This design comes from an exercise in tuning for small area, a short achievable clock period and few clock cycles per item on the open sky130 flow, not from production work.
Only simulation tests tie the RTL to the original design; equivalence was not proved.
Power is estimated from default activity; no workload was simulated.

==> flow/config.mk <==
export PLATFORM = sky130hd
export DESIGN_NAME = k_way_sorted_merge_unit
export DESIGN_NICKNAME = k_way_sorted_merge_unit
export VERILOG_FILES = /design/flow/design.v
export SDC_FILE = /design/flow/constraint.sdc
export NUM_CORES = 4
export LEC_CHECK = 0
export CAP_MARGIN = 20
export CORE_MARGIN = 2
export CORE_UTILIZATION = 40
export SLEW_MARGIN = 20
export SYNTH_MEMORY_MAX_BITS = 8192
==> flow/constraint.sdc <==
create_clock -name core_clock -period 10.0 [get_ports {clock}]
set_input_delay 2.0000 -clock core_clock [delete_from_list [all_inputs] [get_ports {clock}]]
set_output_delay 2.0000 -clock core_clock [all_outputs]
set_load 0.01 [all_outputs]
==> flow/design.v <==
package kwm_pkg;
   typedef enum logic {
      OP_LOAD = 1'b0,
      OP_PULL = 1'b1
   } op_type;
   typedef enum logic {
      CSR_ROW_COUNT  = 1'b0,
      CSR_ROW_LENGTH = 1'b1
   } csr_index_type;
   localparam int VALUE_W      = 32;
   localparam int ROW_SEL_W    = 3;
   localparam int COL_SEL_W    = 4;
   localparam int ROW_COUNT_W  = 4;
   localparam int ROW_LENGTH_W = 5;
   localparam int CSR_DATA_W   = 5;
   localparam int REQ_DATA_W   = 40;
   localparam int RSP_DATA_W   = 40;
   localparam int RSP_PAD_W    = RSP_DATA_W - VALUE_W - ROW_SEL_W;
   localparam logic [ROW_COUNT_W-1:0]  ROW_COUNT_RESET  = 4'd8;
   localparam logic [ROW_LENGTH_W-1:0] ROW_LENGTH_RESET = 5'd16;
endpackage
module kwm_ram #(
   parameter int WIDTH    = 32,
   parameter int MAX_ROWS = 8,
   parameter int MAX_COLS = 16,
   parameter int ROW_W    = $clog2(MAX_ROWS),
   parameter int COL_W    = $clog2(MAX_COLS)
) (
   input  logic                          clock,
   input  logic                          we,
   input  logic [ROW_W-1:0]              wrow,
   input  logic [COL_W-1:0]              wcol,
   input  logic [WIDTH-1:0]              wdata,
   input  logic [MAX_ROWS*COL_W-1:0]     rptr,
   output logic [MAX_ROWS*WIDTH-1:0]     rdata
);
   logic [WIDTH-1:0] mem [MAX_ROWS][MAX_COLS];
   always_ff @(posedge clock) begin
      if (we) begin
         mem[wrow][wcol] <= wdata;
      end
   end
   always_comb begin
      for (int r = 0; r < MAX_ROWS; r++) begin
         rdata[r*WIDTH +: WIDTH] = mem[r][rptr[r*COL_W +: COL_W]];
      end
   end
endmodule
module kwm_min_unit #(
   parameter int MAX_ROWS = 8
) (
   input  logic [MAX_ROWS*kwm_pkg::VALUE_W-1:0] heads,
   input  logic [MAX_ROWS-1:0]                  live,
   output logic [MAX_ROWS-1:0]                  win
);
   localparam int W = kwm_pkg::VALUE_W;
   logic [MAX_ROWS-1:0] le [MAX_ROWS];
   always_comb begin
      for (int i = 0; i < MAX_ROWS; i++) begin
         le[i] = '0;
         for (int j = i + 1; j < MAX_ROWS; j++) begin
            le[i][j] = {!heads[i*W+W-1], heads[i*W +: W-1]} <= {!heads[j*W+W-1], heads[j*W +: W-1]};
         end
      end
      for (int i = 0; i < MAX_ROWS; i++) begin
         win[i] = live[i];
         for (int j = 0; j < MAX_ROWS; j++) begin
            if (j < i) win[i] = win[i] & (!live[j] | !le[j][i]);
            if (j > i) win[i] = win[i] & (!live[j] | le[i][j]);
         end
      end
   end
endmodule
module k_way_sorted_merge_unit #(
   parameter int MAX_ROWS = 8,
   parameter int MAX_COLS = 16
) (
   input  logic                                clock,
   input  logic                                reset,
   input  logic                                req_tvalid,
   output logic                                req_tready,
   input  logic [kwm_pkg::REQ_DATA_W-1:0]      req_tdata,
   input  logic                                req_tuser,
   output logic                                rsp_tvalid,
   input  logic                                rsp_tready,
   output logic [kwm_pkg::RSP_DATA_W-1:0]      rsp_tdata,
   output logic                                rsp_tlast,
   output logic                                rsp_tuser,
   input  logic                                csr_we,
   input  logic [0:0]                          csr_addr,
   input  logic [kwm_pkg::CSR_DATA_W-1:0]      csr_wdata
);
   localparam int W       = kwm_pkg::VALUE_W;
   localparam int ROW_W   = $clog2(MAX_ROWS);
   localparam int ROWC_W  = $clog2(MAX_ROWS + 1);
   localparam int COL_W   = $clog2(MAX_COLS);
   localparam int HEAD_W  = $clog2(MAX_COLS + 1);
   localparam int Q_W     = 2 + ROW_W + W;
   logic [kwm_pkg::ROW_COUNT_W-1:0]  row_count_ff;
   logic [kwm_pkg::ROW_LENGTH_W-1:0] row_length_ff;
   logic [ROWC_W-1:0]                rows_eff;
   logic [HEAD_W-1:0]                len_eff;
   logic                      ready_ff;
   logic                      ir_v_ff, ir_v_in;
   logic                      ir_pull_ff;
   logic [ROW_W-1:0]          ir_row_ff;
   logic [COL_W-1:0]          ir_col_ff;
   logic [W-1:0]              ir_val_ff;
   logic                      do_load;
   logic                      do_pull;
   logic                      do_refresh;
   logic                      stale_ff, stale_in;
   logic [HEAD_W-1:0]         h_ff   [MAX_ROWS];
   logic [COL_W-1:0]          ptr_ff [MAX_ROWS];
   logic [W-1:0]              head_ff [MAX_ROWS];
   logic [MAX_ROWS*COL_W-1:0] rptr;
   logic [MAX_ROWS*W-1:0]     rdata;
   logic [MAX_ROWS*W-1:0]     heads;
   logic [MAX_ROWS-1:0]       live;
   logic [MAX_ROWS-1:0]       lastcand;
   logic [MAX_ROWS-1:0]       win;
   logic                      found;
   logic                      single;
   logic [W-1:0]              new_val;
   logic [ROW_W-1:0]          new_row;
   logic                      new_last;
   logic [Q_W-1:0]            new_ent;
   logic                      push;
   logic                      q0v_ff, q1v_ff, q0v_in, q1v_in;
   logic [Q_W-1:0]            q0_ff, q1_ff;
   logic                      take;
   always_comb begin
      rows_eff = (int'(row_count_ff) > MAX_ROWS) ? ROWC_W'(MAX_ROWS) : ROWC_W'(row_count_ff);
      len_eff  = (int'(row_length_ff) > MAX_COLS) ? HEAD_W'(MAX_COLS)
               : HEAD_W'(row_length_ff);
   end
   always_ff @(posedge clock) begin
      if (reset) begin
         row_count_ff  <= kwm_pkg::ROW_COUNT_RESET;
         row_length_ff <= kwm_pkg::ROW_LENGTH_RESET;
      end else if (csr_we) begin
         if (csr_addr == kwm_pkg::CSR_ROW_COUNT) begin
            row_count_ff <= csr_wdata[kwm_pkg::ROW_COUNT_W-1:0];
         end else begin
            row_length_ff <= csr_wdata;
         end
      end
   end
   assign do_load    = ir_v_ff && (ir_pull_ff == kwm_pkg::OP_LOAD);
   assign do_pull    = ir_v_ff && (ir_pull_ff == kwm_pkg::OP_PULL) && !stale_ff && !q1v_ff;
   assign do_refresh = stale_ff && !do_load;
   assign stale_in   = do_load ? 1'b1 : (do_refresh ? 1'b0 : stale_ff);
   assign ir_v_in = ready_ff ? req_tvalid : ir_v_ff;
   always_ff @(posedge clock) begin
      if (ready_ff) begin
         ir_pull_ff <= req_tuser;
         ir_row_ff  <= req_tdata[2:0];
         ir_col_ff  <= req_tdata[6:3];
         ir_val_ff  <= req_tdata[38:7];
      end
   end
   logic ready_in;
   logic ir_pull_in;
   assign ir_pull_in = ready_ff ? req_tuser : ir_pull_ff;
   assign ready_in   = !ir_v_in || !ir_pull_in || (!stale_in && !q1v_in);
   always_ff @(posedge clock) begin
      if (reset) begin
         ready_ff <= 1'b1;
         ir_v_ff  <= 1'b0;
         stale_ff <= 1'b1;
      end else begin
         ready_ff <= ready_in;
         ir_v_ff  <= ready_ff ? req_tvalid : (ir_v_ff && !(do_load || do_pull));
         stale_ff <= stale_in;
      end
   end
   assign req_tready = ready_ff;
   kwm_ram #(
      .WIDTH    (W),
      .MAX_ROWS (MAX_ROWS),
      .MAX_COLS (MAX_COLS)
   ) u_store (
      .clock (clock),
      .we    (do_load),
      .wrow  (ir_row_ff),
      .wcol  (ir_col_ff),
      .wdata (ir_val_ff),
      .rptr  (rptr),
      .rdata (rdata)
   );
   always_comb begin
      for (int r = 0; r < MAX_ROWS; r++) begin
         rptr[r*COL_W +: COL_W] = ptr_ff[r];
         heads[r*W +: W]        = head_ff[r];
         live[r]     = (r < int'(rows_eff)) && (h_ff[r] < len_eff);
         lastcand[r] = (h_ff[r] + HEAD_W'(1)) == len_eff;
      end
   end
   kwm_min_unit #(
      .MAX_ROWS (MAX_ROWS)
   ) u_min_unit (
      .heads (heads),
      .live  (live),
      .win   (win)
   );
   assign found = |live;
   always_comb begin
      logic seen;
      seen   = 1'b0;
      single = 1'b0;
      for (int r = 0; r < MAX_ROWS; r++) begin
         single = live[r] ? !seen : single;
         seen   = seen | live[r];
      end
   end
   always_comb begin
      new_val  = '0;
      new_row  = '0;
      new_last = 1'b0;
      for (int r = 0; r < MAX_ROWS; r++) begin
         new_val  = new_val | (head_ff[r] & {W{win[r]}});
         new_row  = new_row | (ROW_W'(r) & {ROW_W{win[r]}});
         new_last = new_last | (win[r] & lastcand[r]);
      end
      new_last = new_last && single;
      new_ent  = {!found, new_last, new_row, new_val};
   end
   always_ff @(posedge clock) begin
      for (int r = 0; r < MAX_ROWS; r++) begin
         if (reset || do_load) begin
            h_ff[r]   <= '0;
            ptr_ff[r] <= '0;
         end else if (do_refresh) begin
            ptr_ff[r] <= COL_W'(1);
         end else if (do_pull && win[r]) begin
            h_ff[r]   <= h_ff[r] + HEAD_W'(1);
            ptr_ff[r] <= ptr_ff[r] + COL_W'(1);
         end
      end
   end
   always_ff @(posedge clock) begin
      for (int r = 0; r < MAX_ROWS; r++) begin
         if (do_refresh || (do_pull && win[r])) begin
            head_ff[r] <= rdata[r*W +: W];
         end
      end
   end
   assign push   = do_pull;
   assign take   = q0v_ff && rsp_tready;
   assign q0v_in = (!q0v_ff || rsp_tready) ? (q1v_ff || push) : 1'b1;
   assign q1v_in = !rsp_tready && (q1v_ff || (push && q0v_ff));
   always_ff @(posedge clock) begin
      if (reset) begin
         q0v_ff <= 1'b0;
         q1v_ff <= 1'b0;
      end else begin
         q0v_ff <= q0v_in;
         q1v_ff <= q1v_in;
      end
   end
   always_ff @(posedge clock) begin
      if (!q0v_ff || rsp_tready) begin
         q0_ff <= q1v_ff ? q1_ff : new_ent;
      end
      if (push && q0v_ff && !rsp_tready) begin
         q1_ff <= new_ent;
      end
   end
   assign rsp_tvalid = q0v_ff;
   assign rsp_tdata  = {{kwm_pkg::RSP_PAD_W{1'b0}}, q0_ff[ROW_W+W-1:0]};
   assign rsp_tlast  = q0_ff[ROW_W+W];
   assign rsp_tuser  = q0_ff[ROW_W+W+1];
endmodule
==> flow/run.sh <==
#!/bin/bash
# synth_recipe.tcl (not shown) runs the flow's synth.tcl, then flattens the netlist and writes it again
# the make line also repeats each setting of config.mk as NAME=value (left out here)
make -C /OpenROAD-flow-scripts/flow DESIGN_CONFIG=/design/flow/config.mk WORK_HOME=/design/flow/orfs CLKGATE_MAP_FILE= SYNTH_SCRIPT=/design/flow/synth_recipe.tcl finish
==> results of run 1 <==
-- routing by layer --
| layer | routed length, um | vias to the layer above | part of all wire [%] | GRT usage (%) |
|---|---|---|---|---|
| met1 | 262000 | 56300 | 42 | 36.3 |
| met2 | 286000 | 5215 | 46 | 38.8 |
| met4 | 24000 | 8 | 3.8 | 8.51 |
| met3 | 51100 | 888 | 8.2 | 3.70 |
| li1 | - | 42100 | - | - |
| met5 | 57 | - | 0.0091 | 0 |
-- cell type report --
cell class	instances	area, sq um	area share, %
Multi-Input combinational cell	4551	55600	25.4
Sequential cell	4552	136000	62.1
Tap cell	6400	8010	3.66
Timing Repair Buffer	429	3520	1.61
Clock inverter	301	3110	1.42
Inverter	264	991	0.453
Antenna cell	20	50.0	0.0229
Clock buffer	536	11700	5.34
-- cells in the mapped netlist (11+ instances only) --
library cell / count
a2111o_1: 11
a2111oi_0: 20
a211o_1: 72
a211oi_1: 30
a21o_1: 48
a21oi_1: 422
a221oi_1: 13
a222oi_1: 32
a22o_1: 34
a22oi_1: 15
a31oi_1: 21
and2_1: 14
and3_1: 20
buf_1: 106
buf_2: 24
clkbuf_1: 246
dfxtp_1: 87
edfxtp_1: 4465
ha_1: 953
inv_1: 264
mux2i_1: 19
mux4_2: 1280
nand2_1: 266
nand2b_1: 19
nand3_1: 117
nand4_1: 214
nor2_1: 262
nor2b_1: 51
nor3_1: 46
nor4_1: 59
o211ai_1: 66
o21a_1: 19
o21ai_0: 150
o22a_1: 33
or3_1: 13
xnor2_1: 47
xor2_1: 36
-- stage by stage --
stage / total power, W / utilization [%] / instances / cell area, sq um
after floorplan: 0.0236 / - / 9750 / 193000
after global placement: 0.0250 / 42.5 / 16200 / 204000
final: 0.0417 / 45.7 / 17100 / 219000
after CTS: 0.0419 / 45.6 / 17000 / 219000
after global routing: 0.0429 / 45.7 / 17000 / 219000
after detailed placement: 0.0251 / 42.6 / 16200 / 204000
-- state kept, by name (all words and copies together), names as in the netlist, 3 cells and up --
signal / cells
ptr_ff: 32
ir_val_ff: 32
row_length_ff: 5
row_count_ff: 4
q1_ff: 37
ir_row_ff: 3
ir_col_ff: 4
u_store.mem: 4096
h_ff: 40
head_ff: 256
q0_ff: 37
-- cells by family (layout without fill, tap and decap cells) --
family / count (synthesis) / count (layout) / share of synthesized area [%]
flops: 4552 / 4552 / 70.5
compound gates: 1059 / 1059 / 3.60
xor+xnor: 83 / 83 / 0.377
fa+ha+maj: 953 / 953 / 6.19
buf+inv: 647 / 1530 / 1.29
other cells: 1 / 25 / 0.00195
simple gates: 1144 / 1144 / 2.99
mux: 1307 / 1307 / 15.1
-- worst max-delay path, stage by stage (launching register included) --
cell	delay, ns
edfxtp_1	0.81
inv_1	0.49
ha_1	0.42
nand4_1	0.14
nor4_1	0.57
nand4_1	0.31
a311oi_1	0.45
nor3_1	0.08
a2111oi_0	0.81
and4bb_2	0.69
buf_4	0.57
nand2_1	0.32
o211ai_1	0.34
o22a_1	0.24
-- worst paths after layout --
path / start / end / slack [ns] / cells past startpoint
max: head_ff[5][28] / q0_ff[5] / 3.57 / 13
min: row_length_ff[3] / row_length_ff[3] / 0.47 / 2
max reg2reg: head_ff[5][28] / q0_ff[5] / 3.57 / 13
min reg2reg: row_length_ff[3] / row_length_ff[3] / 0.47 / 2
-- power breakdown --
group          total [W]  switching (W)  internal [W]
combinational    0.00320        0.00202       0.00118
sequential        0.0216       0.000415        0.0212
clock             0.0169        0.00737       0.00955
total             0.0417        0.00980        0.0319
==> flow_summary.toml, run 1 <==
[clocking]
cts_hold_buf = 0
root_buffer = "clkbuf_16"
cts_tree = "yes"
cts.path.max_buffers = 4
cts_setup_buffers = 0
clk_latency_ns = 1.03
cts_buffers = 450
cts_sinks = 4552
clk_pin_slew_ns = 0.06
cts_resized = 0
cts-htree-levels = 5

[routing]
drt_iter0_drc = 14500
drc = 0
viasPerCell = 6.13
ant_nets = 0
num_vias = 104000
wl_per_cell_um = 36.5
drt_wl_total_um = 623000
drt_first_pass_iters = 9

[timing]
finalHoldViolations = 0
clock_skew_ns = 0.0923
fmax_mhz = 155
final-setup-viol-count = 0
whs_ns = 0.466
min_period_ns = 6.43
drv_slew = 0
timing.final.ws_setup_ns = 3.57
period_share_pct = 64.3
slew_headroom_pct = 20.3
fin_setup_tns_ns = 0
tightest_slew_ns = 1.20
rsz0062_at_grt = "no"

[yosys]
mappedNetlistArea_sq_mm = 0.193
synthCells = 9746
ys.flop_type = "edfxtp_1"
ys_top_cells_by_area = "edfxtp_1 70%, mux4_2 15%, ha_1 6.2%"
yosysWarnings = 7
synth_top_area_share_pct = 69.6
postSynth.asyncResetShare_pct = 0
postSynthAreaPerCell_sq_um = 19.8
synth_largest_area_cell = "edfxtp_1"
synth_seq_area_share_pct = 70.5
synth_edf_count = 4465
synth_cell_types = 88
synth_seq_cells = 4552

[power_and_ir_drop]
ir_worst_vdd_mv = 0.165
pwr_density_cell_mw_per_mm2 = 191
leakagePower_nw = 70.5

[hold_path]
hold_class = "register to register"

[job]
max-cap-violations = 0

[critical_path]
crit_path_end_kind = "register"
arrival_ns = 7.29
cp-start-kind = "register"
criticalPathCategory = "register to register"
critPathRequiredTime_ns = 10.85
crit_fanout = 32

[die]
start_util_pct = 40.2
rows = 254
ios = 96
core_area_sq_mm = 0.479
chipHeight_um = 698
fp.dieW_um = 698
dieArea_sq_mm = 0.487

[cells_and_area]
final_net_count = 11300
nFillCells = 40200
final_cell_mix = "4465 x edfxtp_1, 1280 x mux4_2, 953 x ha_1"
layout-drive-gt1-share_pct = 23.6
final_common_cell = "edfxtp_1"
area_growth_pct = 13.5

[global_route]
antenna_found_initial = 69
grt.total_usage_pct = 25.0
gr-total-overflow = 0
grt_max_degree = 109
grt_pass1_wl_um = 843000
first_global_vias = 102000

[placement]
hpwl_um = 384000
io_buffers = 89
pre_cts_ws_ns = 3.86
place_congestion = 0.986

[status]
status = "finished clean"
Testbench counts, summed over its fixed seeds: cycles 6,208, items 3,096.
==> inputs of run 2 (changes only) <==
--- a/flow/design.v
+++ b/flow/design.v
@@ -32,5 +32,5 @@
    input  logic [COL_W-1:0]              wcol,
    input  logic [WIDTH-1:0]              wdata,
-   input  logic [MAX_ROWS*COL_W-1:0]     rptr,
+   input  logic [MAX_ROWS*MAX_COLS-1:0]  rptr,
    output logic [MAX_ROWS*WIDTH-1:0]     rdata
 );
@@ -43,5 +43,8 @@
    always_comb begin
       for (int r = 0; r < MAX_ROWS; r++) begin
-         rdata[r*WIDTH +: WIDTH] = mem[r][rptr[r*COL_W +: COL_W]];
+         rdata[r*WIDTH +: WIDTH] = '0;
+         for (int c = 0; c < MAX_COLS; c++) begin
+            rdata[r*WIDTH +: WIDTH] = rdata[r*WIDTH +: WIDTH] | (mem[r][c] & {WIDTH{rptr[r*MAX_COLS + c]}});
+         end
       end
    end
@@ -55,4 +58,20 @@
 );
    localparam int W = kwm_pkg::VALUE_W;
+   function automatic logic gt_signed(input logic [W-1:0] a, input logic [W-1:0] b);
+      logic [W-1:0] g, l;
+      for (int k = 0; k < W; k++) begin
+         g[k] = a[k] & !b[k];
+         l[k] = !a[k] & b[k];
+      end
+      g[W-1] = !a[W-1] & b[W-1];
+      l[W-1] = a[W-1] & !b[W-1];
+      for (int s = 1; s < W; s = s * 2) begin
+         for (int k = 0; k + s < W; k = k + 2 * s) begin
+            g[k] = g[k + s] | (!l[k + s] & g[k]);
+            l[k] = l[k + s] | (!g[k + s] & l[k]);
+         end
+      end
+      gt_signed = g[0];
+   endfunction
    logic [MAX_ROWS-1:0] le [MAX_ROWS];
    always_comb begin
@@ -60,5 +79,5 @@
          le[i] = '0;
          for (int j = i + 1; j < MAX_ROWS; j++) begin
-            le[i][j] = {!heads[i*W+W-1], heads[i*W +: W-1]} <= {!heads[j*W+W-1], heads[j*W +: W-1]};
+            le[i][j] = !gt_signed(heads[i*W +: W], heads[j*W +: W]);
          end
       end
@@ -112,7 +131,7 @@
    logic                      stale_ff, stale_in;
    logic [HEAD_W-1:0]         h_ff   [MAX_ROWS];
-   logic [COL_W-1:0]          ptr_ff [MAX_ROWS];
+   logic [MAX_COLS-1:0]       ptr_ff [MAX_ROWS];
    logic [W-1:0]              head_ff [MAX_ROWS];
-   logic [MAX_ROWS*COL_W-1:0] rptr;
+   logic [MAX_ROWS*MAX_COLS-1:0] rptr;
    logic [MAX_ROWS*W-1:0]     rdata;
    logic [MAX_ROWS*W-1:0]     heads;
@@ -191,5 +210,5 @@
    always_comb begin
       for (int r = 0; r < MAX_ROWS; r++) begin
-         rptr[r*COL_W +: COL_W] = ptr_ff[r];
+         rptr[r*MAX_COLS +: MAX_COLS] = ptr_ff[r];
          heads[r*W +: W]        = head_ff[r];
          live[r]     = (r < int'(rows_eff)) && (h_ff[r] < len_eff);
@@ -230,10 +249,10 @@
          if (reset || do_load) begin
             h_ff[r]   <= '0;
-            ptr_ff[r] <= '0;
+            ptr_ff[r] <= MAX_COLS'(1);
          end else if (do_refresh) begin
-            ptr_ff[r] <= COL_W'(1);
+            ptr_ff[r] <= MAX_COLS'(2);
          end else if (do_pull && win[r]) begin
             h_ff[r]   <= h_ff[r] + HEAD_W'(1);
-            ptr_ff[r] <= ptr_ff[r] + COL_W'(1);
+            ptr_ff[r] <= {ptr_ff[r][MAX_COLS-2:0], ptr_ff[r][MAX_COLS-1]};
          end
       end
--- a/flow/config.mk
+++ b/flow/config.mk
@@ -9,4 +9,5 @@
 export CORE_MARGIN = 2
 export CORE_UTILIZATION = 40
+export SETUP_SLACK_MARGIN = 5
 export SLEW_MARGIN = 20
 export SYNTH_MEMORY_MAX_BITS = 8192
==> run 2 against run 1 <==
Effect of this change: core utilization increased by 0.29 points; critical path type unchanged; sequential share of layout area increased by 2.5 points; clock skew increased by 0.038 ns; combinational power increased by 15%; critical endpoint is now head_ff[5][17]; area after synthesis decreased by 3.2%.
==> flow_summary.toml, run 2 <==
[power_and_ir_drop]
combinationalPowerShare_pct = 8.6
clkPwrFrac_pct = 39.8
ir_worst_vdd_mv = 0.170
p_switching_w = 0.0104
pwr_density_cell_mw_per_mm2 = 199
switching_share_pct = 24.4
pwr-share-seq_pct = 51.5
power_w = 0.0426
leakagePower_nw = 67.4
power.internal_w = 0.0322

[global_route]
gr-total-overflow = 0
antenna_found_initial = 59
first_global_vias = 115000
grt_max_degree = 129
grt_pass1_wl_um = 962000
grt.total_usage_pct = 29.1

[routing]
wl_per_cell_um = 37.7
drc = 0
ant_nets = 0
drt_wl_total_um = 711000
drt_iter0_drc = 20200
viasPerCell = 6.58
num_vias = 124000
drt_first_pass_iters = 8

[critical_path]
critPathRequiredTime_ns = 10.66
timing.critical_path.buf_inv = 3
path_common_cell = "maj3_1"
crit_path_end_kind = "register"
crit_fanout = 43
critPathTopFamily = "simple AND/OR/NAND/NOR gates"
max_stage_delay_ns = 0.53
arrival_ns = 5.73
slowest_stage = "nand4b_1"
path_cells = "buf_4, nand2b_1, a22oi_1, maj3_1, maj3_1, nand4b_1, a211oi_2, nor2_1, nor4_1, and4b_4, buf_12, nand2_4, nand2_1, clkbuf_8"
criticalPathCategory = "register to register"
cp-start-kind = "register"

[die]
start_util_pct = 40.2
dieArea_sq_mm = 0.472
chipHeight_um = 687
core_area_sq_mm = 0.464
rows = 250
fp.dieW_um = 687
ios = 96

[job]
max-cap-violations = 0

[yosys]
postSynthAreaPerCell_sq_um = 15.5
yosysWarnings = 7
ys.flop_type = "edfxtp_1"
synth_largest_area_cell = "edfxtp_1"
synthTopCellsByCount = "4465 x edfxtp_1, 1064 x a221oi_1, 1032 x a22o_1"
ys_top_cells_by_area = "edfxtp_1 72%, a221oi_1 5.0%, a22o_1 4.8%"
postSynth.asyncResetShare_pct = 0
synth_cell_types = 103
synth_top_area_share_pct = 71.9
yosysMostFrequentCell = "edfxtp_1"
synth_edf_count = 4465
synth_seq_area_share_pct = 73.8
mappedNetlistArea_sq_mm = 0.187
synthCells = 12000
synth_seq_cells = 4648

[clocking]
cts-htree-levels = 5
cts_hold_buf = 0
cts_tree = "yes"
cts.path.max_buffers = 4
root_buffer = "clkbuf_16"
clk_pin_slew_ns = 0.06
cts_buffers = 457
cts_sinks = 4648
clk_latency_ns = 1.06

[hold_path]
hold_class = "register to register"

[cells_and_area]
final_common_cell = "edfxtp_1"
stdcell_count = 18900
largest_reg_flops = 4096
area_growth_pct = 14.3
top_register = "u_store.mem"
final_net_count = 12400
final_cell_mix = "4465 x edfxtp_1, 1059 x a221oi_1, 1032 x a22o_1"
biggestRegsByFlops = "u_store.mem: 4096 flops, head_ff: 256 flops, ptr_ff: 128 flops"
layout-drive-gt1-share_pct = 13.6

[placement]
hpwl_um = 419000
place_congestion = 1.03
io_buffers = 89
dp.cells = 17800

[timing]
rsz0062_at_grt = "yes"
min_period_ns = 5.07
fmax_mhz = 197
clock_skew_ns = 0.130
tightest_slew_ns = 1.21
whs_ns = 0.463
final-setup-viol-count = 0
finalHoldViolations = 0
slew_headroom_pct = 18.5
drv_slew = 0
fin_setup_tns_ns = 0
period_share_pct = 50.7

[status]
status = "finished clean"
## run 2: cell types whose count changed after synthesis, sizes merged, moves of 161 or more
cell / previous run / this run
mux4: 1280 / 0
a221oi: 13 / 1065
a22o: 34 / 1032
ha: 953 / 49
clkbuf: 246 / 827
maj3: 0 / 298
nor2: 263 / 501
a22oi: 15 / 176
## run 2: final timing paths
kind	from	endpoint	slack [ns]	depth (start not counted)
max	head_ff[7][12]	head_ff[5][17]	4.93	14
min reg2reg	row_length_ff[3]	row_length_ff[3]	0.46	2
max reg2reg	head_ff[7][12]	head_ff[5][17]	4.93	14
min	row_length_ff[3]	row_length_ff[3]	0.46	2
## run 2: cell families (layout without fill, tap and decap cells)
| family | Yosys count | in the layout | synth area share, % |
|---|---|---|---|
| flops | 4648 | 4648 | 73.8 |
| compound gates | 3690 | 3690 | 15.6 |
| simple gates | 1925 | 1929 | 5.25 |
| buf+inv | 1258 | 1878 | 2.65 |
| fa+ha+maj | 347 | 347 | 1.93 |
| mux | 85 | 85 | 0.459 |
| xor+xnor | 66 | 66 | 0.310 |
| other cells | 1 | 33 | 0.00201 |
## run 2: layer usage
metal / routed length [um] / GRT usage [%] / share of wire, % / up-vias
met2: 319000 / 44.7 / 45 / 7960
met5: 72 / 0 / 0.010 / -
met1: 284000 / 40.8 / 40 / 64700
met4: 33600 / 12.0 / 4.7 / 14
met3: 73800 / 5.34 / 10 / 1318
li1: - / - / - / 50000
## run 2: worst min-delay path, cell delays in order, from the launching register on
cell,delay [ns]
dfxtp_1,0.31
nand2_1,0.05
a21oi_1,0.06
## run 2: repair_timing
action                                 in CTS  in global routing
cloned                                      3                  1
pin swaps                                   6                  3
endpoints found under the hold margin       0                  0
resized for setup                          99                 37
buffers inserted                           91                 49
setup endpoints to repair                 497                333
## run 2: cell type report
class / count / area, sq um
Fill cell: 40200 / 251000
Multi-Input combinational cell: 6122 / 45400
Antenna cell: 28 / 70.1
Timing Repair Buffer: 746 / 6330
Clock inverter: 208 / 2190
Tap cell: 6174 / 7720
Inverter: 283 / 1120
Sequential cell: 4648 / 138000
Clock buffer: 641 / 12500
## run 2: power groups by stage
| stage | Combinational (W) | Clock, W | Sequential, W |
|---|---|---|---|
| 4_1_cts | 0.00346 | 0.0171 | 0.0219 |
| 3_5_place_dp | 0.00328 | 0 | 0.0224 |
| 3_3_place_gp | 0.00327 | 0 | 0.0224 |
| 2_1_floorplan | 0.00160 | 0 | 0.0222 |
| 6_report | 0.00367 | 0.0170 | 0.0219 |
| 5_1_grt | 0.00374 | 0.0178 | 0.0219 |
## run 2: per-stage QoR
stage          setup WS, ns  util, %  area, sq um
6_report               4.93     45.9       213000
5_1_grt                4.94     45.9       213000
4_1_cts                4.98     45.8       213000
3_5_place_dp           3.10     42.3       197000
3_3_place_gp           2.91     42.3       196000
2_1_floorplan          5.02        -       187000
Testbench counts of run 2, summed over its fixed seeds: cycles 6,208, items 3,096.
==> inputs of run 3 (changes only) <==
--- a/flow/config.mk
+++ b/flow/config.mk
@@ -6,8 +6,10 @@
 export NUM_CORES = 4
 export LEC_CHECK = 0
+export ABC_CLOCK_PERIOD_IN_PS = 3500
 export CAP_MARGIN = 20
 export CORE_MARGIN = 2
-export CORE_UTILIZATION = 40
+export CORE_UTILIZATION = 60
 export SETUP_SLACK_MARGIN = 5
 export SLEW_MARGIN = 20
 export SYNTH_MEMORY_MAX_BITS = 8192
+export TNS_END_PERCENT = 100
==> run 3 against run 2 <==
Effect of this change: still clean on timing, DRC and antenna; area after synthesis unchanged; final cell count fell by 11%; hold slack better by 0.00070 ns; core utilization grew 22 points; design area fell by 1.4%; first-iteration DRC count up 12%; clock skew fell by 0.021 ns; register-to-register slack lost 0.08 ns; setup slack got worse by 0.084 ns.
==> flow_summary.toml, run 3 <==
[power_and_ir_drop]
pwr_density_cell_mw_per_mm2 = 200
power_w = 0.0421
leakagePower_nw = 67.1
ir_worst_vdd_mv = 0.175

[timing]
fmax_mhz = 194
clock_skew_ns = 0.109
drv_slew = 0
fin_setup_tns_ns = 0
final-setup-viol-count = 0
slew_headroom_pct = 17.7
whs_ns = 0.464
min_period_ns = 5.15
tightest_slew_ns = 1.23
rsz0062_at_grt = "yes"
finalHoldViolations = 0
period_share_pct = 51.5

[critical_path]
criticalPathCategory = "register to register"
r2r_slack_ns = 4.85
max_stage_delay_ns = 0.92
crit_path_end_kind = "register"
cp-start-kind = "register"
path_cells = "buf_4, inv_1, o221ai_1, o221ai_1, o211ai_1, a21oi_1, a211o_1, nor3_4, buf_6, buf_8, a22oi_1, a32oi_1"
slowest_stage = "o221ai_1"
critPathRequiredTime_ns = 10.77
path_common_cell = "o221ai_1"
arrival_ns = 5.92
crit_fanout = 35

[clocking]
clk_latency_ns = 1.03
cts_sinks = 4648
cts.path.max_buffers = 4
cts_buffers = 435
clk_pin_slew_ns = 0.06
cts-htree-levels = 5
root_buffer = "clkbuf_16"
cts_tree = "yes"

[yosys]
postSynth.asyncResetShare_pct = 0
synth_top_family_by_area = "compound AO/OA/AOI/OAI gates"
mappedNetlistArea_sq_mm = 0.187
ys_top_cells_by_area = "edfxtp_1 72%, a221oi_1 5.0%, a22o_1 4.8%"
synth_seq_area_share_pct = 73.8
postSynthAreaPerCell_sq_um = 15.5
synth_mux_area_share_pct = 0.459
synth_cell_types = 103
yosysMostFrequentCell = "edfxtp_1"
synth_seq_cells = 4648
yosysWarnings = 7
synth-xor-area-share_pct = 0.310
synthCells = 12000
synthTopCellsByCount = "4465 x edfxtp_1, 1064 x a221oi_1, 1032 x a22o_1"
synthAdderAreaFrac_pct = 1.93
synth_edf_count = 4465
ys.flop_type = "edfxtp_1"
synth_largest_area_cell = "edfxtp_1"
synth_compound_area_share_pct = 15.6
synth_top_area_share_pct = 71.9
synthSimpleGateAreaFrac_pct = 5.25

[global_route]
grt.total_usage_pct = 42.4
grt_max_degree = 129
grt_pass1_wl_um = 929000
antenna_found_initial = 59
first_global_vias = 118000
gr-total-overflow = 0

[cells_and_area]
biggestRegsByFlops = "u_store.mem: 4096 flops, head_ff: 256 flops, ptr_ff: 128 flops"
area_growth_pct = 12.7
multi_input_area_sq_mm = 0.0456
layout-drive-gt1-share_pct = 13.2
final_net_count = 12300
largest_reg_flops = 4096
final_common_cell = "edfxtp_1"
final_cell_mix = "4465 x edfxtp_1, 1058 x a221oi_1, 1032 x a22o_1"
final_cell_area_sq_mm = 0.210
utilization_pct = 68.0
top_register = "u_store.mem"
nFillCells = 20300
seq_area_sq_mm = 0.138

[routing]
drt_iter0_drc = 22500
drt_wl_total_um = 684000
viasPerCell = 7.55
num_vias = 127000
drt_first_pass_iters = 11
ant_nets = 0
drc = 0
wl_per_cell_um = 40.9

[die]
ios = 96
chipHeight_um = 562
fp.dieW_um = 562
core_area_sq_mm = 0.309
rows = 204
start_util_pct = 60.4
dieArea_sq_mm = 0.315

[job]
max-cap-violations = 0

[hold_path]
hold_class = "register to register"

[status]
status = "finished clean"

[placement]
place_congestion = 1.07
io_buffers = 89
placement.cell_area_sq_mm = 0.194
hpwl_um = 401000
[run 3: cell type report]
class | count | share of cell area [%]
flip-flops and latches | 4648 | 65.6
clock inverters | 254 | 1.35
repair buffers | 734 | 2.92
clock buffers | 551 | 5.47
inverters | 283 | 0.526
multi-input cells | 6126 | 21.7
well taps | 4120 | 2.45
diodes | 38 | 0.0452
[run 3: layer usage]
metal  wire (um)  GRT usage (%)  vias up
li1            -              -    50000
met1      243000           58.1    64000
met2      303000           63.1    10800
met3       99000           11.5     1841
met4       39700           21.1       44
met5         304          0.316        -
[run 3: final timing paths]
kind | end | startpoint | cells past startpoint
setup reg to reg | q0_ff[9] | head_ff[6][14] | 12
hold reg to reg | row_length_ff[0] | row_length_ff[0] | 2
hold / removal | row_length_ff[0] | row_length_ff[0] | 2
setup / recovery | q0_ff[9] | head_ff[6][14] | 12
[run 3: repair_timing]
action                     CTS  global route
resized for setup           91            44
hold buffers                 0             0
setup buffers               80            89
cloned                       4             5
setup endpoints to repair  472           346
pin swaps                    7            12
[run 3: through the flow]
stage,setup WS (ns),instances
finish,4.85,16800
floorplan,5.02,12000
detailed placement,3.35,15700
global placement,3.44,15700
CTS,4.93,16600
global route,4.98,16700
[run 3: worst max-delay path, delay by kind of cell, from the launching register on]
kind	cells	cell delay, ns
buffers and inverters	4	1.32
AND/OR/NAND/NOR	1	0.17
AO/OA/AOI/OAI	7	2.96
flip-flops	1	0.34
[run 3: kinds of logic after synthesis]
logic type	after synthesis
compound gates	3690
xor+xnor	66
fa+ha+maj	347
buf+inv	1258
flops	4648
mux	85
other cells	1
simple gates	1925
[run 3: report_power, final]
group | leakage [nW] | internal (W) | switching [W]
sequential | 42.0 | 0.0216 | 0.000375
combinational | 18.1 | 0.00104 | 0.00252
clock | 6.95 | 0.00932 | 0.00723
==> inputs of run 4 (changes only) <==
==> flow/flow/run.sh (new file) <==
#!/bin/bash
# The standard layout, with timing repair aimed at a slack of 6.5 ns (a 3.5 ns
# period) instead of stopping as soon as the 10 ns clock is met. The SDC,
# clock period and every other setting are the standard flow's own.
set -euo pipefail
bash standard.sh finish SETUP_SLACK_MARGIN=6.5 > standard_flow.log 2>&1
==> flow/standard.sh (new file) <==
#!/bin/bash
# synth_recipe.tcl (not shown) runs the flow's synth.tcl, then flattens the netlist and writes it again
# the make line also repeats each setting of config.mk as NAME=value (left out here)
make -C /OpenROAD-flow-scripts/flow DESIGN_CONFIG=/design/flow/config.mk WORK_HOME=/design/flow/orfs CLKGATE_MAP_FILE= SYNTH_SCRIPT=/design/flow/synth_recipe.tcl "${@:-finish}"
--- a/flow/config.mk
+++ b/flow/config.mk
@@ -6,9 +6,7 @@
 export NUM_CORES = 4
 export LEC_CHECK = 0
-export ABC_CLOCK_PERIOD_IN_PS = 3500
 export CAP_MARGIN = 20
 export CORE_MARGIN = 2
-export CORE_UTILIZATION = 60
-export SETUP_SLACK_MARGIN = 5
+export CORE_UTILIZATION = 45
 export SLEW_MARGIN = 20
 export SYNTH_MEMORY_MAX_BITS = 8192
removed: flow/run.sh
==> run 4 against run 3 <==
Effect of this change: global-route usage down 7.4 points; setup slack better by 0.60 ns; register-to-register slack better by 0.60 ns.
==> flow_summary.toml, run 4 <==
[status]
status = "finished clean"

[global_route]
grt_pass1_wl_um = 1010000
antenna_found_initial = 68
first_global_vias = 120000
gr-total-overflow = 0
grt.total_usage_pct = 35.0
grt_max_degree = 82

[timing]
timing.final.ws_setup_ns = 5.45
rsz0062_at_grt = "yes"
slew_headroom_pct = 18.4
period_share_pct = 45.5
fin_setup_tns_ns = 0
drv_slew = 0
min_period_ns = 4.55
finalHoldViolations = 0
fmax_mhz = 220
final-setup-viol-count = 0
clock_skew_ns = 0.109
tightest_slew_ns = 1.22

[routing]
num_vias = 130000
viasPerCell = 6.93
drt_wl_total_um = 760000
ant_nets = 0
drt_iter0_drc = 22100
drc = 0
drt_first_pass_iters = 9
wl_per_cell_um = 40.5

[clocking]
clk_latency_ns = 1.07
clk_pin_slew_ns = 0.06
cts_tree = "yes"
cts-htree-levels = 5
cts_buffers = 452
cts_sinks = 4648
cts_hold_buf = 0
root_buffer = "clkbuf_16"
cts.path.max_buffers = 4

[yosys]
synth_top_area_share_pct = 71.9
synth_largest_area_cell = "edfxtp_1"
postSynth.asyncResetShare_pct = 0
mappedNetlistArea_sq_mm = 0.187
synth_seq_cells = 4648
ys_top_cells_by_area = "edfxtp_1 72%, a221oi_1 5.0%, a22o_1 4.8%"
synth_seq_area_share_pct = 73.8
synthTopCellsByCount = "4465 x edfxtp_1, 1064 x a221oi_1, 1032 x a22o_1"
yosysMostFrequentCell = "edfxtp_1"
yosysWarnings = 7
synth_cell_types = 103
postSynthAreaPerCell_sq_um = 15.5
synthCells = 12000
synth_edf_count = 4465
ys.flop_type = "edfxtp_1"

[job]
max-cap-violations = 0

[critical_path]
critical_path_depth = 16
critPathRequiredTime_ns = 10.87
path_cells = "inv_2, a211oi_2, nor3_4, or3_1, o211ai_1, a211oi_4, buf_12, o22ai_1, or4_4, nor2_4, buf_12, buf_12, nand2_8, buf_12, mux2i_2, nor2_1"
critPathTopFamily = "simple AND/OR/NAND/NOR gates"
timing.critical_path.buf_inv = 5
crit_fanout = 8
cp-start-kind = "register"
max_stage_delay_ns = 0.62
slowest_stage = "or4_4"
r2r_cells = 16
arrival_ns = 5.42
path_common_cell = "buf_12"
crit_path_end_kind = "register"
criticalPathCategory = "register to register"

[die]
fp.dieW_um = 648
core_area_sq_mm = 0.413
rows = 236
dieArea_sq_mm = 0.420
chipHeight_um = 648
start_util_pct = 45.2
ios = 96

[power_and_ir_drop]
ir_worst_vdd_mv = 0.186
leakagePower_nw = 71.8
pwr_density_cell_mw_per_mm2 = 196
power_w = 0.0436

[placement]
hpwl_um = 422000
place_congestion = 1.03
pre_cts_ws_ns = 3.47
io_buffers = 89

[cells_and_area]
final_cell_mix = "4465 x edfxtp_1, 1048 x a221oi_1, 1032 x a22o_1"
largest_reg_flops = 4096
biggestRegsByFlops = "u_store.mem: 4096 flops, head_ff: 256 flops, ptr_ff: 128 flops"
top_register = "u_store.mem"
area_growth_pct = 19.5
final_common_cell = "edfxtp_1"
layout-drive-gt1-share_pct = 21.6
final_net_count = 13000

[hold_path]
hold_class = "register to register"
hold_depth = 2
[run 4: per-layer routing]
| metal | up-vias | routed length (um) | track usage [%] |
|---|---|---|---|
| met1 | 67400 | 283000 | 47.4 |
| met4 | 22 | 48800 | 18.0 |
| met2 | 9549 | 332000 | 52.5 |
| met3 | 1807 | 95800 | 8.46 |
| li1 | 51400 | - | - |
| met5 | - | 184 | 0 |
[run 4: final cells by class]
cell class | instances | area [sq um]
multi-input cells | 6150 | 48900
well taps | 5474 | 6850
fillers | 32800 | 190000
inverters | 283 | 1320
clock buffers | 588 | 12000
flip-flops and latches | 4648 | 138000
repair inverters | 1 | 8.76
clock inverters | 261 | 2760
repair buffers | 1342 | 13200
diodes | 34 | 85.1
[run 4: cells by family after synthesis]
group           after synthesis  share of synthesized area [%]
other cells                   1                        0.00201
xor+xnor                     66                          0.310
buf+inv                    1258                           2.65
flops                      4648                           73.8
simple gates               1925                           5.25
compound gates             3690                           15.6
fa+ha+maj                   347                           1.93
mux                          85                          0.459
[run 4: worst paths after layout]
check	from	slack, ns	to
max	head_ff[1][1]	5.45	ptr_ff[1][13]
max reg2reg	head_ff[1][1]	5.45	ptr_ff[1][13]
min	row_length_ff[0]	0.49	row_length_ff[0]
min reg2reg	row_length_ff[0]	0.49	row_length_ff[0]
[run 4: metrics by stage]
stage	area [sq um]	hold WS [ns]	std cells	util [%]
2_1_floorplan	187000	0.432	12000	-
3_3_place_gp	196000	0.450	17100	47.3
3_5_place_dp	196000	0.471	17100	47.3
4_1_cts	220000	0.480	18600	53.2
5_1_grt	223000	0.509	18800	53.9
6_report	223000	0.485	18800	54.0
[run 4: worst reg2reg max path, cell delays in order (launching register included)]
cell      delay [ns]
edfxtp_1        0.56
inv_2           0.24
a211oi_2        0.12
nor3_4          0.35
or3_1           0.17
o211ai_1        0.29
a211oi_4        0.38
buf_12          0.16
o22ai_1         0.08
or4_4           0.62
nor2_4          0.37
buf_12          0.23
buf_12          0.16
nand2_8         0.12
buf_12          0.26
mux2i_2         0.22
nor2_1          0.06
[run 4: report_power, final]
part           internal (W)  total [W]  switching [W]
clock               0.00954     0.0170        0.00750
sequential           0.0216     0.0218       0.000203
combinational       0.00157    0.00479        0.00322
total                0.0327     0.0436         0.0109
[run 4: timing repair]
item	CTS	global route
endpoints found under the hold margin	0	0
pin swaps	187	184
setup buffers	607	141
resized for setup	945	327
cloned	45	12
endpoints found under the setup margin	2705	622
==> inputs of run 5 (changes only) <==
--- a/flow/design.v
+++ b/flow/design.v
@@ -24,26 +24,24 @@
    parameter int MAX_ROWS = 8,
    parameter int MAX_COLS = 16,
-   parameter int ROW_W    = $clog2(MAX_ROWS),
-   parameter int COL_W    = $clog2(MAX_COLS)
+   parameter int ROW_W    = $clog2(MAX_ROWS)
 ) (
    input  logic                          clock,
    input  logic                          we,
    input  logic [ROW_W-1:0]              wrow,
-   input  logic [COL_W-1:0]              wcol,
    input  logic [WIDTH-1:0]              wdata,
-   input  logic [MAX_ROWS*MAX_COLS-1:0]  rptr,
+   input  logic [MAX_ROWS*MAX_COLS-1:0]  rsel,
    output logic [MAX_ROWS*WIDTH-1:0]     rdata
 );
-   logic [WIDTH-1:0] mem [MAX_ROWS][MAX_COLS];
-   always_ff @(posedge clock) begin
-      if (we) begin
-         mem[wrow][wcol] <= wdata;
-      end
-   end
-   always_comb begin
-      for (int r = 0; r < MAX_ROWS; r++) begin
+   for (genvar r = 0; r < MAX_ROWS; r++) begin : g_row
+      logic [MAX_COLS*WIDTH-1:0] ring;
+      always_ff @(posedge clock) begin
+         ring[(MAX_COLS-1)*WIDTH-1:0]          <= ring[MAX_COLS*WIDTH-1:WIDTH];
+         ring[MAX_COLS*WIDTH-1 -: WIDTH]       <= (we && (wrow == ROW_W'(r))) ? wdata : ring[WIDTH-1:0];
+      end
+      always_comb begin
          rdata[r*WIDTH +: WIDTH] = '0;
-         for (int c = 0; c < MAX_COLS; c++) begin
-            rdata[r*WIDTH +: WIDTH] = rdata[r*WIDTH +: WIDTH] | (mem[r][c] & {WIDTH{rptr[r*MAX_COLS + c]}});
+         for (int k = 0; k < MAX_COLS; k++) begin
+            rdata[r*WIDTH +: WIDTH] = rdata[r*WIDTH +: WIDTH]
+                                    | (ring[k*WIDTH +: WIDTH] & {WIDTH{rsel[r*MAX_COLS + k]}});
          end
       end
@@ -130,4 +128,5 @@
    logic                      do_refresh;
    logic                      stale_ff, stale_in;
+   logic [COL_W-1:0]          g_ff;
    logic [HEAD_W-1:0]         h_ff   [MAX_ROWS];
    logic [MAX_COLS-1:0]       ptr_ff [MAX_ROWS];
@@ -166,5 +165,5 @@
       end
    end
-   assign do_load    = ir_v_ff && (ir_pull_ff == kwm_pkg::OP_LOAD);
+   assign do_load    = ir_v_ff && (ir_pull_ff == kwm_pkg::OP_LOAD) && (ir_col_ff == g_ff);
    assign do_pull    = ir_v_ff && (ir_pull_ff == kwm_pkg::OP_PULL) && !stale_ff && !q1v_ff;
    assign do_refresh = stale_ff && !do_load;
@@ -181,6 +180,9 @@
    logic ready_in;
    logic ir_pull_in;
+   logic [COL_W-1:0] ir_col_in;
    assign ir_pull_in = ready_ff ? req_tuser : ir_pull_ff;
-   assign ready_in   = !ir_v_in || !ir_pull_in || (!stale_in && !q1v_in);
+   assign ir_col_in  = ready_ff ? req_tdata[6:3] : ir_col_ff;
+   assign ready_in   = !ir_v_in
+                    || (ir_pull_in ? (!stale_in && !q1v_in) : (ir_col_in == g_ff + COL_W'(1)));
    always_ff @(posedge clock) begin
       if (reset) begin
@@ -188,5 +190,7 @@
          ir_v_ff  <= 1'b0;
          stale_ff <= 1'b1;
+         g_ff     <= '0;
       end else begin
+         g_ff     <= g_ff + COL_W'(1);
          ready_ff <= ready_in;
          ir_v_ff  <= ready_ff ? req_tvalid : (ir_v_ff && !(do_load || do_pull));
@@ -203,7 +207,6 @@
       .we    (do_load),
       .wrow  (ir_row_ff),
-      .wcol  (ir_col_ff),
       .wdata (ir_val_ff),
-      .rptr  (rptr),
+      .rsel  (rptr),
       .rdata (rdata)
    );
@@ -245,14 +248,18 @@
       new_ent  = {!found, new_last, new_row, new_val};
    end
+   logic [MAX_COLS-1:0] col0_sel;
+   assign col0_sel = MAX_COLS'(1) << (COL_W'(MAX_COLS - 1) - g_ff);
    always_ff @(posedge clock) begin
       for (int r = 0; r < MAX_ROWS; r++) begin
          if (reset || do_load) begin
             h_ff[r]   <= '0;
-            ptr_ff[r] <= MAX_COLS'(1);
+            ptr_ff[r] <= col0_sel;
          end else if (do_refresh) begin
-            ptr_ff[r] <= MAX_COLS'(2);
+            ptr_ff[r] <= ptr_ff[r];
          end else if (do_pull && win[r]) begin
             h_ff[r]   <= h_ff[r] + HEAD_W'(1);
-            ptr_ff[r] <= {ptr_ff[r][MAX_COLS-2:0], ptr_ff[r][MAX_COLS-1]};
+            ptr_ff[r] <= ptr_ff[r];
+         end else begin
+            ptr_ff[r] <= {ptr_ff[r][0], ptr_ff[r][MAX_COLS-1:1]};
          end
       end
--- a/flow/config.mk
+++ b/flow/config.mk
@@ -6,4 +6,5 @@
 export NUM_CORES = 4
 export LEC_CHECK = 0
+export ABC_CLOCK_PERIOD_IN_PS = 3000
 export CAP_MARGIN = 20
 export CORE_MARGIN = 2
==> run 5 against run 4 <==
Effect of this change: maximum frequency shrank 1.2%; total power down 8.7%; hold slack got worse by 0.18 ns; synthesized cell count is 0.62% lower; die area fell by 20%; global-route usage shrank 1.1 points; critical path depth did not move; first-iteration DRC count shrank 31%; sequential share of layout area fell by 7.1 points; critical path type unchanged; largest power group unchanged.
==> flow_summary.toml, run 5 <==
[critical_path]
criticalPathCategory = "register to register"
arrival_ns = 5.27
cp-start-kind = "register"
max_stage_delay_ns = 0.67
critPathRequiredTime_ns = 10.67
slowest_stage = "nor3_4"
path_common_cell = "buf_12"
crit_fanout = 8
crit_path_end_kind = "register"
path_cells = "buf_12, buf_4, nor2_4, a22oi_1, maj3_1, o211ai_1, o211ai_1, o2111ai_2, nand3b_1, nor3_4, buf_6, buf_12, nand2_8, nand2_8, buf_12, buf_12"

[yosys]
postSynthAreaPerCell_sq_um = 12.4
ys.flop_type = "dfxtp_1"
yosysWarnings = 7
synth_largest_area_cell = "dfxtp_1"
synthCells = 11900
synth_seq_cells = 4652
synthTopCellsByCount = "4159 x dfxtp_1, 1065 x a221oi_1, 1038 x a22o_1"
yosysMostFrequentCell = "dfxtp_1"
synth_cell_types = 98
synth_edf_count = 493
synth_seq_area_share_pct = 66.1
synth_top_area_share_pct = 56.1
ys_top_cells_by_area = "dfxtp_1 56%, edfxtp_1 10%, a221oi_1 6.3%"
postSynth.asyncResetShare_pct = 0
mappedNetlistArea_sq_mm = 0.148

[timing]
timing.final.ws_setup_ns = 5.40
fmax_mhz = 217
finalHoldViolations = 0
clock_skew_ns = 0.103
min_period_ns = 4.60
slew_headroom_pct = 25.1
rsz0062_at_grt = "yes"
tightest_slew_ns = 1.12
period_share_pct = 46.0
final-setup-viol-count = 0
drv_slew = 0
fin_setup_tns_ns = 0

[power_and_ir_drop]
leakagePower_nw = 68.9
pwr_density_cell_mw_per_mm2 = 222
ir_worst_vdd_mv = 0.173

[clocking]
cts.path.max_buffers = 4
cts_hold_buf = 0
root_buffer = "clkbuf_16"
cts_buffers = 433
cts_tree = "yes"
clk_latency_ns = 1.03
cts-htree-levels = 5
clk_pin_slew_ns = 0.07
cts_sinks = 4652

[job]
max-cap-violations = 0

[placement]
pre_cts_ws_ns = 4.04
place_congestion = 1.03
io_buffers = 89
hpwl_um = 349000

[cells_and_area]
largest_reg_flops = 4096
area_growth_pct = 20.9
final_cell_mix = "4153 x dfxtp_1, 1049 x a221oi_1, 1038 x a22o_1"
final_net_count = 12700
final_common_cell = "dfxtp_1"
biggestRegsByFlops = "u_store.g_row.ring: 4096 flops, head_ff: 256 flops, ptr_ff: 128 flops"
top_register = "u_store.g_row.ring"
layout-drive-gt1-share_pct = 20.0

[routing]
num_vias = 113000
viasPerCell = 6.49
ant_nets = 0
drt_wl_total_um = 587000
drc = 0
wl_per_cell_um = 33.8
drt_iter0_drc = 15200
drt_first_pass_iters = 17

[die]
fp.dieW_um = 578
ios = 96
chipHeight_um = 578
rows = 210
start_util_pct = 45.3
core_area_sq_mm = 0.328
dieArea_sq_mm = 0.334

[global_route]
gr-total-overflow = 0
busiest_layer = "met2"
grt_max_degree = 71
first_global_vias = 109000
grt.total_usage_pct = 33.9
antenna_found_initial = 63
grt_use_met3_pct = 10.7
grt_pass1_wl_um = 817000
grtUsageMet2_pct = 49.4
grtUsageMet1_pct = 44.2

[hold_path]
hold_class = "register to register"

[status]
status = "finished clean"
-- run 5: power breakdown --
part | switching [W] | total [W] | internal [W]
sequential | 0.000235 | 0.0193 | 0.0191
combinational | 0.00267 | 0.00371 | 0.00104
clock | 0.00721 | 0.0168 | 0.00957
total | 0.0101 | 0.0398 | 0.0297
-- run 5: worst paths after layout --
kind                                                  from                         end  slack (ns)  cells past startpoint
worst min register to register  u_store.g_row[3].ring[178]  u_store.g_row[3].ring[146]        0.31                      0
worst max register to register              head_ff[4][16]              head_ff[4][28]        5.40                     16
worst min-delay path            u_store.g_row[3].ring[178]  u_store.g_row[3].ring[146]        0.31                      0
worst max-delay path                        head_ff[4][16]              head_ff[4][28]        5.40                     16
-- run 5: layout make-up --
type | count | area, sq um
Inverter | 265 | 1260
Timing Repair Buffer | 1128 | 10700
Tap cell | 4346 | 5440
Clock buffer | 632 | 12700
Multi-Input combinational cell | 6113 | 48900
Clock inverter | 152 | 1990
Antenna cell | 100 | 250
Fill cell | 26900 | 148000
Sequential cell | 4652 | 98100
Timing Repair inverter | 1 | 11.3
-- run 5: what timing repair did --
item,CTS,global route
resized for setup,848,178
pin swaps,186,91
endpoints found under the setup margin,663,533
cloned,34,5
setup buffers,638,81
-- run 5: logic make-up (layout without fill, tap and decap cells) --
family	count (synthesis)	in the layout	synth area share (%)
DFF	4652	4652	66.1
and+or+nand+nor	1632	1649	5.77
adders and majority gates	322	322	2.28
AOI/OAI and AO/OA	3760	3760	20.0
muxes	307	307	2.32
buffers and inverters	1202	2178	3.12
other	1	105	0.00253
xor gates and xnor gates	70	70	0.413
-- run 5: critical path, delay by kind of cell, from the launching register on --
family	cells	cell delay (ns)
and+or+nand+nor	5	1.30
AOI/OAI and AO/OA	4	1.17
buffers and inverters	6	1.00
DFF	1	0.42
adders and majority gates	1	0.35
-- run 5: routing by layer --
metal / vias up / wire [um]
met3: 1734 / 69200
met2: 7432 / 247000
met4: 22 / 36800
met5: - / 236
met1: 56500 / 234000
li1: 47200 / -
-- run 5: metrics by stage --
stage	std cells	hold slack, ns	instance area (sq um)	utilization (%)	total power [W]
after floorplan	12000	0.331	149000	-	0.0211
after global placement	15700	0.332	154000	46.9	0.0227
after detailed placement	15700	0.337	154000	46.9	0.0227
after CTS	17200	0.302	177000	54.2	0.0397
after global routing	17300	0.296	179000	54.7	0.0408
final	17400	0.309	179000	54.7	0.0398
Testbench counts of run 5, summed over its fixed seeds: cycles 6,544, items 3,096.
==> inputs of run 6 (changes only) <==
--- a/flow/config.mk
+++ b/flow/config.mk
@@ -10,4 +10,6 @@
 export CORE_MARGIN = 2
 export CORE_UTILIZATION = 45
+export CTS_CLUSTER_DIAMETER = 70
+export CTS_CLUSTER_SIZE = 22
 export SLEW_MARGIN = 20
 export SYNTH_MEMORY_MAX_BITS = 8192
==> run 6 against run 5 <==
Effect of this change: still clean on timing, DRC and antenna; total power down 13%; non-clock buffer count up 35; first-iteration DRC count up 1.9%; maximum frequency up 1.0%; clock power down 32%; final cell count down 2.0%; sequential share of layout area up 2.0 points.
==> flow_summary.toml, run 6 <==
[critical_path]
crit_fanout = 5
cp-start-kind = "register"
rr_startpoint = "head_ff[4][2]"
crit_path_end_kind = "register"
arrival_ns = 5.23
r2r-end = "q0_ff[25]"
criticalPathCategory = "register to register"
critPathRequiredTime_ns = 10.68
r2r_cells = 17
r2r_slack_ns = 5.44

[timing]
final-setup-viol-count = 0
timing.final.ws_setup_ns = 5.44
period_share_pct = 45.6
finalHoldViolations = 0
slew_headroom_pct = 19.5
drv_slew = 0
tightest_slew_ns = 1.20
clock_skew_ns = 0.0768
rsz0062_at_grt = "yes"
whs_ns = 0.319
fmax_mhz = 219
min_period_ns = 4.56
fin_setup_tns_ns = 0

[cells_and_area]
final_cell_mix = "4153 x dfxtp_1, 1051 x a221oi_1, 1036 x a22o_1"
final_net_count = 12600
largest_reg_flops = 4096
layout-drive-gt1-share_pct = 18.3
top_register = "u_store.g_row.ring"
final_common_cell = "dfxtp_1"
stdcell_count = 17000
biggestRegsByFlops = "u_store.g_row.ring: 4096 flops, head_ff: 256 flops, ptr_ff: 128 flops"
area_growth_pct = 16.6
final_cell_area_sq_mm = 0.173

[job]
max-cap-violations = 0

[yosys]
synth_largest_area_cell = "dfxtp_1"
synth_seq_area_share_pct = 66.1
postSynthAreaPerCell_sq_um = 12.4
synthCells = 11900
synthTopCellsByCount = "4159 x dfxtp_1, 1065 x a221oi_1, 1038 x a22o_1"
postSynth.asyncResetShare_pct = 0
synth_cell_types = 98
synth_seq_cells = 4652
synth_top_area_share_pct = 56.1
ys.flop_type = "dfxtp_1"
mappedNetlistArea_sq_mm = 0.148
ys_top_cells_by_area = "dfxtp_1 56%, edfxtp_1 10%, a221oi_1 6.3%"
yosysMostFrequentCell = "dfxtp_1"
yosysWarnings = 7
synth_edf_count = 493

[routing]
top_layer_used = "met5"
num_vias = 112000
drc = 0
wl_per_cell_um = 34.3
route.met3.wl_um = 68200
drt_first_pass_iters = 13
drt_iter0_drc = 15400
ant_nets = 0
wl_met1_um = 234000
viasPerCell = 6.58
met2_length_um = 245000
drt_wl_total_um = 584000

[global_route]
grt.total_usage_pct = 33.5
antenna_found_initial = 74
gr-total-overflow = 0
grt_max_degree = 72
first_global_vias = 107000
grt_pass1_wl_um = 807000

[clocking]
cts.path.max_buffers = 4
cts_buffers = 266
cts_sinks = 4652
root_buffer = "clkbuf_16"
clk_pin_slew_ns = 0.09
cts-htree-levels = 5
clk_latency_ns = 0.98
cts_tree = "yes"

[placement]
pre_cts_ws_ns = 4.04
io_buffers = 89
dp.cells = 15700
place_congestion = 1.03
hpwl_um = 349000
placement.cell_area_sq_mm = 0.154

[die]
start_util_pct = 45.3
chipHeight_um = 578
fp.dieW_um = 578
rows = 210
ios = 96
dieArea_sq_mm = 0.334
core_area_sq_mm = 0.328

[hold_path]
holdCritStartpoint = "u_store.g_row[1].ring[62]"
holdPathEnd = "u_store.g_row[1].ring[30]"
hold_class = "register to register"
hold_depth = 0

[power_and_ir_drop]
pwr_density_cell_mw_per_mm2 = 199
leakagePower_nw = 65.8
ir_worst_vdd_mv = 0.144

[status]
status = "finished clean"
run 6: power by group:
| group | total [W] | switching, W | leakage, nW | internal, W |
|---|---|---|---|---|
| logic | 0.00373 | 0.00267 | 23.2 | 0.00105 |
| registers | 0.0193 | 0.000239 | 38.7 | 0.0191 |
| clock network | 0.0114 | 0.00625 | 3.81 | 0.00516 |
| total | 0.0345 | 0.00917 | 65.8 | 0.0253 |
run 6: area by class of cell:
class / instances / area (sq um)
Sequential cell: 4652 / 98100
Inverter: 265 / 1250
Clock buffer: 321 / 7010
Timing Repair Buffer: 1163 / 11000
Tap cell: 4346 / 5440
Timing Repair inverter: 1 / 5.00
Clock inverter: 51 / 818
Fill cell: 27500 / 155000
Multi-Input combinational cell: 6119 / 48900
Antenna cell: 120 / 300
run 6: kinds of logic after synthesis:
logic type,Yosys count,share of synthesized area [%]
buffers and inverters,1202,3.12
adders and majority gates,322,2.28
DFF,4652,66.1
and+or+nand+nor,1632,5.77
AOI/OAI and AO/OA,3760,20.0
xor gates and xnor gates,70,0.413
other,1,0.00253
muxes,307,2.32
run 6: worst max-delay path: stages, from the launching register on:
cell and delay, ns:
edfxtp_1 0.57, buf_4 0.19, nor2b_1 0.18, nor2_1 0.06, a211o_1 0.39, a311oi_4 0.36, nor3_4 0.14, o211ai_1 0.36
o2111ai_2 0.23, nand3b_1 0.22, nor3_4 0.06, buf_12 0.14, buf_12 0.14, buf_16 0.12, buf_12 0.14, a222oi_1 0.42
nand3_1 0.23, mux2_4 0.30
run 6: repair_timing:
| action | in CTS | in global routing |
|---|---|---|
| cloned | 37 | 6 |
| pin swaps | 178 | 103 |
| hold buffers | 0 | 0 |
| endpoints found under the setup margin | 664 | 525 |
| resized for setup | 880 | 167 |
| buffers inserted | 666 | 90 |
run 6: stage by stage:
step	total power, W	utilization [%]
3_5_place_dp	0.0227	46.9
2_1_floorplan	0.0211	-
6_report	0.0345	52.8
5_1_grt	0.0353	52.7
4_1_cts	0.0343	52.2
3_3_place_gp	0.0227	46.9
run 6: routing by layer:
metal | up-vias | track usage (%)
li1 | 46700 | -
met2 | 7419 | 48.8
met1 | 56400 | 44.9
met4 | 26 | 18.9
met3 | 1649 | 9.12
met5 | - | 0
run 6: worst max-delay path by stage:
| stage | startpoint | slack [ns] | end |
|---|---|---|---|
| finish | head_ff[4][2] | 5.44 | q0_ff[25] |
| global route | head_ff[1][12] | 5.43 | q0_ff[25] |
| CTS | head_ff[3][13] | 5.66 | q0_ff[18] |
| detailed placement | head_ff[2][25] | 4.04 | q0_ff[18] |
| global placement | head_ff[2][25] | 4.10 | q0_ff[18] |
| floorplan | row_length_ff[4] | 6.28 | ptr_ff[6][0] |
==> inputs of run 7 (changes only) <==
--- a/flow/config.mk
+++ b/flow/config.mk
@@ -9,5 +9,5 @@
 export CAP_MARGIN = 20
 export CORE_MARGIN = 2
-export CORE_UTILIZATION = 45
+export CORE_UTILIZATION = 50
 export CTS_CLUSTER_DIAMETER = 70
 export CTS_CLUSTER_SIZE = 22
==> run 7 against run 6 <==
Effect of this change: non-clock buffer count increased by 5; critical path depth decreased by 3; sequential share of layout area increased by 0.46 points; clock-buffer cell count decreased by 28; hold slack got worse by 0.019 ns; clock skew increased by 0.0091 ns; wire length decreased by 1.6%; via count decreased by 0.84%; total power decreased by 2.4%; sequential cell count unchanged; synthesized cell count unchanged; still clean; final cell count decreased by 3.1%.
==> flow_summary.toml, run 7 <==
[global_route]
antenna_found_initial = 67
grt_pass1_wl_um = 796000
grtUsageMet1_pct = 49.5
gr-total-overflow = 0
grtUsageMet2_pct = 53.0
first_global_vias = 107000

[die]
rows = 199
chipHeight_um = 549
core_area_sq_mm = 0.295
ios = 96

[routing]
wl_per_cell_um = 34.8
drc = 0
drt_first_pass_iters = 13
drt_wl_total_um = 575000

[timing]
rsz0062_at_grt = "yes"
timing.final.ws_setup_ns = 5.44
fin_setup_tns_ns = 0
tightest_slew_ns = 1.42
fmax_mhz = 219
final-setup-viol-count = 0
clock_skew_ns = 0.0859
drv_slew = 0

[clocking]
clk_latency_ns = 0.98
cts_buffers = 244
cts_sinks = 4652
cts-htree-levels = 4
cts_tree = "yes"
cts.path.max_buffers = 4
cts_hold_buf = 0

[critical_path]
critPathTopFamily = "compound AO/OA/AOI/OAI gates"
crit_path_end_kind = "register"
max_stage_delay_ns = 0.51
r2r_slack_ns = 5.44
critical_path_depth = 14
critPathRequiredTime_ns = 10.65
criticalPathCategory = "register to register"
path_cells = "inv_2, nand2_1, and3_1, a311oi_2, maj3_2, or4b_4, a31oi_4, o31a_1, nor3_4, buf_6, buf_12, a222oi_1, nand3_1, mux2_2"
r2r-end = "q0_ff[3]"
rr_startpoint = "head_ff[1][26]"
arrival_ns = 5.22
crit_path_end = "q0_ff[3]"

[power_and_ir_drop]
switching_share_pct = 26.4
clkPwrFrac_pct = 31.4
pwr_density_cell_mw_per_mm2 = 196
leakagePower_nw = 65.5
combinationalPowerShare_pct = 11.2
p_switching_w = 0.00889
ir_worst_vdd_mv = 0.167

[placement]
pre_cts_ws_ns = 3.96
place_congestion = 1.07
io_buffers = 89

[yosys]
synth_mux_area_share_pct = 2.32
ys.flop_type = "dfxtp_1"
synthAdderAreaFrac_pct = 2.28
synthSimpleGateAreaFrac_pct = 5.77
synth_seq_area_share_pct = 66.1
synth_seq_cells = 4652
synth_top_family_by_area = "compound AO/OA/AOI/OAI gates"
synth-xor-area-share_pct = 0.413
postSynth.asyncResetShare_pct = 0
yosysWarnings = 7
synth_compound_area_share_pct = 20.0
synthCells = 11900
yosysMostFrequentCell = "dfxtp_1"
synthTopCellsByCount = "4159 x dfxtp_1, 1065 x a221oi_1, 1038 x a22o_1"

[job]
max-cap-violations = 0

[cells_and_area]
biggestRegsByFlops = "u_store.g_row.ring: 4096 flops, head_ff: 256 flops, ptr_ff: 128 flops"
top_register = "u_store.g_row.ring"
layout-drive-gt1-share_pct = 18.1

[status]
status = "finished clean"

[hold_path]
hold_class = "register to register"
## run 7: through the flow
step,cells,util (%),hold WS (ns)
floorplan,12000,-,0.331
global placement,15300,51.9,0.332
detailed placement,15300,51.9,0.335
CTS,16300,57.5,0.291
global route,16500,58.2,0.302
finish,16500,58.2,0.300
## run 7: power groups by stage
stage          Sequential (W)  Clock (W)  Combinational [W]
4_1_cts                0.0193     0.0107            0.00346
6_report               0.0193     0.0106            0.00377
2_1_floorplan          0.0196          0            0.00146
3_5_place_dp           0.0199          0            0.00277
5_1_grt                0.0193     0.0113            0.00380
3_3_place_gp           0.0199          0            0.00277
## run 7: worst min path at each step
| stage | startpoint | end | slack (ns) | depth (start not counted) |
|---|---|---|---|---|
| 3_3_place_gp | u_store.g_row[6].ring[399] | u_store.g_row[6].ring[367] | 0.33 | 0 |
| 3_5_place_dp | u_store.g_row[6].ring[207] | u_store.g_row[6].ring[175] | 0.34 | 0 |
| 4_1_cts | u_store.g_row[7].ring[214] | u_store.g_row[7].ring[182] | 0.29 | 0 |
| 2_1_floorplan | u_store.g_row[0].ring[32] | u_store.g_row[0].ring[0] | 0.33 | 0 |
| 5_1_grt | u_store.g_row[7].ring[214] | u_store.g_row[7].ring[182] | 0.30 | 0 |
| 6_report | u_store.g_row[7].ring[214] | u_store.g_row[7].ring[182] | 0.30 | 0 |
## run 7: layer usage
metal | vias to the layer above | part of all wire, % | routed length (um)
met3 | 1612 | 12 | 67000
met2 | 7122 | 42 | 239000
met1 | 56000 | 40 | 231000
met5 | - | 0.034 | 196
met4 | 24 | 6.6 | 38100
li1 | 46500 | - | -
## run 7: worst register-to-register path, delay by kind of cell (launching register included)
kind            cells  cell delay, ns
compound gates      4            1.41
simple gates        5            1.15
buf+inv             3            0.55
flops               1            0.48
fa+ha+maj           1            0.36
mux                 1            0.30
## run 7: cell type report
| type | count | area [sq um] |
|---|---|---|
| Fill cell | 23800 | 123000 |
| Sequential cell | 4652 | 98100 |
| Multi-Input combinational cell | 6117 | 49100 |
| Timing Repair Buffer | 1168 | 11100 |
| Clock buffer | 293 | 6340 |
| Tap cell | 3919 | 4900 |
| Inverter | 265 | 1230 |
| Clock inverter | 35 | 567 |
| Antenna cell | 62 | 155 |
| Timing Repair inverter | 1 | 6.26 |
## run 7: cell families after synthesis
logic type	Yosys count
muxes	307
buffers and inverters	1202
DFF	4652
and+or+nand+nor	1632
adders and majority gates	322
xor gates and xnor gates	70
other	1
AOI/OAI and AO/OA	3760
## run 7: timing repair
item                                    in CTS  in global routing
pin swaps                                  159                 94
endpoints found under the setup margin     661                547
gates cloned                                37                 12
setup buffers                              679                101
gates resized for setup                    856                254

what the ideal ports hide:
Ports are ideal in the flow. The routed layouts listed here were re-timed in OpenROAD.
Step 1 assumes that a clkbuf_16 drives the clock port and a buf_2 every other input.
Step 2 times the ports against the registers' clock, not the clock port: input delays grow and output delays shrink by t, the midpoint of the rising clock arrivals with the driver on.
Slacks: no drivers / after step 1 / after step 2; pairs: no drivers / after step 1.
run	shift t [ns]	setup slack, ns
run 1	1.118	3.567 / 3.567 / 3.567
run 2	1.111	4.933 / 4.933 / 4.933
run 3	1.087	4.849 / 4.849 / 4.849
run 4	1.143	5.451 / 5.451 / 5.132
run 5	1.088	5.398 / 5.398 / 5.398
run 6	1.056	5.444 / 5.444 / 5.444
run 7	1.043	5.438 / 5.438 / 5.438
After both steps setup and hold are still met in every run listed.
